This is an optimization exercise on Yosys and OpenROAD, whose aim is small area, a short achievable clock period and few clock cycles, not a production implementation.
RTL that was checked went through simulation tests only; none was proved equivalent to the original.
Power is estimated from default activity; no workload was simulated.

## idex_unit
module idex_unit (
    input  logic                     clk_i,
    input  logic                     rst_n_i,
    input  logic                     req_i,
    input  idex_ctrl_pkg::word_t     inst_i,
    input  idex_ctrl_pkg::word_t     pc_i,
    input  idex_ctrl_pkg::word_t     rs1_data_i,
    input  idex_ctrl_pkg::word_t     rs2_data_i,
    output idex_ctrl_pkg::reg_addr_t rs1_addr_o,
    output idex_ctrl_pkg::reg_addr_t rs2_addr_o,
    output logic                     ack_o,
    output logic                     rd_we_o,
    output idex_ctrl_pkg::reg_addr_t rd_addr_o,
    output idex_ctrl_pkg::word_t     rd_data_o,
    output idex_ctrl_pkg::word_t     pc_next_o,
    output logic                     inst_err_o
);
clock: 6.5 ns
lec_check: 0
abc_area: 1
cap_margin: 20
core_margin: 2
core_utilization: 30
setup_slack_margin: 0.9
slew_margin: 20
standard.sh (not shown) runs the stock make flow with config.mk's settings and CLKGATE_MAP_FILE= SYNTH_SCRIPT=/design/flow/synth_recipe.tcl, a recipe that flattens the netlist after the stock synthesis.
==> flow/flow/run.sh <==
#!/bin/bash
# Own layout flow: the standard ORFS flow (standard.sh) with two changes:
#  - synthesis leaves adders to ABC (ADDER_MAP_FILE empty: no full/half
#    adder cells are extracted before technology mapping);
#  - the port buffers are plain buf_1 cells instead of the delay cells that
#    buffer_ports picks by default. Each port still gets its own buffer.
set -euo pipefail
bash standard.sh "ADDER_MAP_FILE=" \
    "BUFFER_PORTS_ARGS=-buffer_cell sky130_fd_sc_hd__buf_1" finish > orfs_make.log 2>&1
Rerun with:
--- a/flow/flow/run.sh
+++ b/flow/flow/run.sh
@@ -5 +5 @@
-#  - the port buffers are plain buf_1 cells instead of the delay cells that
+#  - the port buffers are plain buf_2 cells instead of the delay cells that
@@ -9 +9 @@
-    "BUFFER_PORTS_ARGS=-buffer_cell sky130_fd_sc_hd__buf_1" finish > orfs_make.log 2>&1
+    "BUFFER_PORTS_ARGS=-buffer_cell sky130_fd_sc_hd__buf_2" finish > orfs_make.log 2>&1
--- a/flow/config.mk
+++ b/flow/config.mk
@@ -12 +11,0 @@
-export SETUP_SLACK_MARGIN = 0.9
Final cell count falls by a few percent.
Setup slack got worse by 530 ps.
First-iteration DRC count decreases by about a fifth.
Wire length falls by a few percent.
Synthesized area does not change.
Total power drops by roughly a tenth.
Global-route usage climbs by 0.23 points.
Count of clock-buffer cells in the layout is unchanged.
Rerun with:
--- a/flow/config.mk
+++ b/flow/config.mk
@@ -11,0 +12 @@
+export SETUP_SLACK_MARGIN = 0.6
What happened:
- setup slack improves by 340 ps
- power climbs by 11%
- wire length goes up by 7.6%
- first-iteration DRC count rises by 9.1%
No functional check of the RTL was part of any run of this note.


the baseline:
Another version of the RTL of idex_unit (not shown whole).
Size: roughly 1700 cells after synthesis, ~210 I/O pins, about 8700 µm² of cells after synthesis.
export LEC_CHECK = 0
export ABC_AREA = 1
export CAP_MARGIN = 20
export CORE_MARGIN = 2
export CORE_UTILIZATION = 30
export SLEW_MARGIN = 20
create_clock -name core_clock -period 6.5 [get_ports {clk_i}]
==> flow/flow/run.sh <==
#!/bin/bash
# Own layout flow: the standard ORFS flow (standard.sh), unchanged except
# that the port buffers are plain buf_1 cells instead of the delay cells that
# buffer_ports picks by default. Each port still gets its own buffer.
set -euo pipefail
bash standard.sh "BUFFER_PORTS_ARGS=-buffer_cell sky130_fd_sc_hd__buf_1" finish > orfs_make.log 2>&1
Testbench counts of the baseline, summed over its fixed seeds: cycles 6,400.
Relative to the baseline, the following input files were edited for the candidate:
==> flow/flow/run.sh <==
#!/bin/bash
# Own layout flow: the standard ORFS flow (standard.sh), unchanged except
# that the port buffers are plain buf_2 cells instead of the delay cells that
# buffer_ports picks by default. Each port still gets its own buffer.
set -euo pipefail
bash standard.sh "BUFFER_PORTS_ARGS=-buffer_cell sky130_fd_sc_hd__buf_2" finish > orfs_make.log 2>&1
==> comparison <==
- The candidate against the baseline: setup slack shows a reduction of 0.029 ns, wire length of the first global-routing pass shows a reduction of 0.81%, static leakage shows an increase of about 12%.
- Where total power is concerned, the baseline is better than the candidate.
- Total instance count after detailed placement was higher in the run labelled the baseline.
- Comparing the candidate with the baseline, the fraction of power consumed by combinational cells came out essentially unchanged.
